What follows belongs to an exercise in optimizing a design on an open flow for small area, a short achievable clock period and few clock cycles per item; a production flow would make more cautious choices.
The RTL was checked by simulation tests, not by an equivalence proof against the original design.
Power figures rest on the tool's default switching activity, not on a simulated workload.

Design sorted_list_insert_remove, start of the top module:
module sorted_list_insert_remove #(
   parameter int CAPACITY    = 32,
   parameter int VALUE_WIDTH = 32
) (
   input  wire                                clock,
   input  wire                                reset,
   input  wire                                req_valid,
   output logic                               req_ready,
   input  wire  [sli_pkg::FUNC_W-1:0]         req_func,
   input  wire  signed [sli_pkg::ITEM_W-1:0]  req_item_value,
   output logic                               rsp_valid,
   input  wire                                rsp_ready,
   output logic [sli_pkg::STATUS_W-1:0]       rsp_status,
   output logic [sli_pkg::POS_W-1:0]          rsp_position,
   output logic [sli_pkg::CNT_W-1:0]          rsp_comparisons,
   output logic [sli_pkg::CNT_W-1:0]          rsp_moves,
   output logic [sli_pkg::CNT_W-1:0]          rsp_entry_count,
   output logic                               rsp_is_empty,
   output logic                               rsp_is_full
);
Size: ~5500 cells after synthesis, ~1500 flip-flops, roughly 67 I/O pins, roughly 72000 um2 of cells after synthesis.
==> flow/config.mk <==
export PLATFORM = sky130hd
export DESIGN_NAME = sorted_list_insert_remove
export DESIGN_NICKNAME = sorted_list_insert_remove
export VERILOG_FILES = /design/flow/design.v
export SDC_FILE = /design/flow/constraint.sdc
export NUM_CORES = 4
export LEC_CHECK = 0
export CAP_MARGIN = 20
export CORE_MARGIN = 2
export CORE_UTILIZATION = 40
export SETUP_SLACK_MARGIN = 3.2
export SLEW_MARGIN = 20
==> flow/constraint.sdc <==
create_clock -name core_clock -period 5.5 [get_ports {clock}]
set_input_delay 1.1000 -clock core_clock [delete_from_list [all_inputs] [get_ports {clock}]]
set_output_delay 1.1000 -clock core_clock [all_outputs]
set_load 0.01 [all_outputs]
standard.sh (not shown) runs the stock make flow with config.mk's settings and CLKGATE_MAP_FILE= SYNTH_SCRIPT=/design/flow/synth_recipe.tcl, a recipe that flattens the netlist after the stock synthesis.
==> flow/flow/run.sh <==
#!/bin/bash
# Own layout flow: the standard layout (standard.sh, with its synthesis unchanged) with two
# resizer settings changed:
#  - the ports are buffered with buf_4 instead of the buffer buffer_ports picks by itself
#  - timing repair may swap a cell for one with a different footprint (MATCH_CELL_FOOTPRINT=0)
# make's full output goes to flow_make.log; ORFS keeps each step's log under orfs/logs/.
set -euo pipefail
bash standard.sh finish MATCH_CELL_FOOTPRINT=0 \
   "BUFFER_PORTS_ARGS=-buffer_cell sky130_fd_sc_hd__buf_4" > flow_make.log 2>&1
Testbench counts at the start, summed over its fixed seeds: cycles 12,048, items 12,000.
Change:
SETUP_SLACK_MARGIN = 2.7   (was 3.2)
Worst hold slack gets worse by 7.9 ps; sequential power hardly moves; power shrinks by 4.9%; utilization shrinks by 3.9 points; maximum frequency hardly moves.
Change:
==> flow/run.sh (new file) <==
#!/bin/bash
# synth_recipe.tcl (not shown) runs the flow's synth.tcl, then flattens the netlist and writes it again
# the make line also repeats each setting of config.mk as NAME=value (left out here)
make -C /OpenROAD-flow-scripts/flow DESIGN_CONFIG=/design/flow/config.mk WORK_HOME=/design/flow/orfs CLKGATE_MAP_FILE= SYNTH_SCRIPT=/design/flow/synth_recipe.tcl finish
removed: flow/flow/run.sh
removed: flow/standard.sh
Outcome: The changed run went through all stages and came out clean. Design area rose by 0.79%. Worst setup slack got worse by 65 ps. Total power grows by 1.1%. Wire length is about the same. Cell count hardly moves.

---

Setup of run 1:
sorted_list_insert_remove, a different RTL version from the one above (not shown whole).
For scale: roughly 5400 cells after synthesis, roughly 1500 flip-flops, about 67 I/O pins.
Design sorted_list_insert_remove, start of the top module:
module sorted_list_insert_remove #(
   parameter int CAPACITY    = 32,
   parameter int VALUE_WIDTH = 32
) (
   input  wire                                clock,
   input  wire                                reset,
   input  wire                                req_valid,
   output logic                               req_ready,
   input  wire  [sli_pkg::FUNC_W-1:0]         req_func,
   input  wire  signed [sli_pkg::ITEM_W-1:0]  req_item_value,
   output logic                               rsp_valid,
   input  wire                                rsp_ready,
   output logic [sli_pkg::STATUS_W-1:0]       rsp_status,
   output logic [sli_pkg::POS_W-1:0]          rsp_position,
   output logic [sli_pkg::CNT_W-1:0]          rsp_comparisons,
   output logic [sli_pkg::CNT_W-1:0]          rsp_moves,
   output logic [sli_pkg::CNT_W-1:0]          rsp_entry_count,
   output logic                               rsp_is_empty,
   output logic                               rsp_is_full
);
==> flow/config.mk <==
export PLATFORM = sky130hd
export DESIGN_NAME = sorted_list_insert_remove
export DESIGN_NICKNAME = sorted_list_insert_remove
export VERILOG_FILES = /design/flow/design.v
export SDC_FILE = /design/flow/constraint.sdc
export NUM_CORES = 4
export LEC_CHECK = 0
export CAP_MARGIN = 20
export CORE_MARGIN = 2
export CORE_UTILIZATION = 55
export SETUP_SLACK_MARGIN = 2.8
export SLEW_MARGIN = 20
==> flow/constraint.sdc <==
create_clock -name core_clock -period 5.5 [get_ports {clock}]
set_input_delay 1.1000 -clock core_clock [delete_from_list [all_inputs] [get_ports {clock}]]
set_output_delay 1.1000 -clock core_clock [all_outputs]
set_load 0.01 [all_outputs]
==> flow/flow/run.sh <==
#!/bin/bash
# Own layout flow: the standard layout (standard.sh, with its synthesis unchanged) with two
# resizer settings changed:
#  - the ports are buffered with buf_4 instead of the buffer buffer_ports picks by itself
#  - timing repair may swap a cell for one with a different footprint (MATCH_CELL_FOOTPRINT=0)
# make's full output goes to flow_make.log; ORFS keeps each step's log under orfs/logs/.
set -euo pipefail
bash standard.sh finish MATCH_CELL_FOOTPRINT=0 \
   "BUFFER_PORTS_ARGS=-buffer_cell sky130_fd_sc_hd__buf_4" > flow_make.log 2>&1
Testbench counts of run 1, summed over its fixed seeds: cycles 12,048, items 12,000.
For run 2, these inputs were changed with respect to run 1:
- CTS_CLUSTER_DIAMETER now 150, previously not set
- CTS_CLUSTER_SIZE now 25, previously not set
- CORE_UTILIZATION now 40, was 55
Diff run 1 -> run 2 | detail-routed via count per cell | decrease of about 5.4%. Between run 1 and run 2, share of total power in the clock network is higher for run 1, run 2 comes in under that. From run 1 to run 2 the numbers moved as follows: total number of placement rows higher; wire length of the first global-routing pass higher. Diff run 1 -> run 2: post-CTS repair timing setup buffer count down 11%; critical path depth up 3.
For run 3, these inputs were changed with respect to run 2:
- swapping 150 for 100 in CTS_CLUSTER_DIAMETER
- swapping 40 for 55 in CORE_UTILIZATION
Findings:
Area overhead of the layout relative to synthesis, run 2 and run 3: smaller value in run 3
Against run 2, run 3 reports a net switching power that is lower.
Run 3 ended up with met5 as its uppermost metal layer occupied by signal nets; run 2 ended up with met4.
Measured against each other, run 2 and run 3 differ in register-to-register slack, the lower figure coming from run 2.
Highest achievable clock rate grows by a few percent when moving from run 2 to run 3.
NOTE: final cell count in run 3 falls short of that of run 2

separate check: timing with driven ports:
No port has a modelled driver above. Below, the same layouts with a new extraction and two added sets of constraints.
Step 1 (the two cells are an assumption about what drives the block):
set clk [get_ports {clock}]
set_driving_cell -lib_cell sky130_fd_sc_hd__clkbuf_16 $clk
set_driving_cell -lib_cell sky130_fd_sc_hd__buf_2 [delete_from_list [all_inputs] $clk]
Step 2 also shifts input and output timing later by t, the mid clock arrival at the registers, as if the neighbouring blocks saw the same clock.
Three values: no drivers, after step 1, after step 2; two values: the first two.
| run | shift t [ns] | setup slack, ns | worst hold slack (ns) | clock arrival spread, ns |
|---|---|---|---|---|
| the first run of note 1 | 0.871 | 2.731 / 2.731 / 2.646 | 0.347 / 0.347 / 0.347 | 0.035 / 0.035 |
| the second run of note 1 | 0.889 | 2.729 / 2.729 / 2.360 | 0.339 / 0.339 / 0.339 | 0.036 / 0.036 |
| the third run of note 1 | 0.881 | 2.665 / 2.665 / 2.169 | 0.343 / 0.343 / 0.343 | 0.027 / 0.027 |
| run 1 | 0.856 | 2.837 / 2.837 / 2.418 | 0.380 / 0.380 / 0.380 | 0.024 / 0.024 |
| run 2 | 0.789 | 2.651 / 2.651 / 2.361 | 0.396 / 0.396 / 0.396 | 0.038 / 0.038 |
| run 3 | 0.776 | 2.773 / 2.773 / 2.470 | 0.380 / 0.380 / 0.380 | 0.024 / 0.025 |
After both steps every run listed still meets setup and hold. The setup slack of the third run of note 1, which loses most, moves by 0.000 ns with the drivers and by -0.496 ns with both steps.
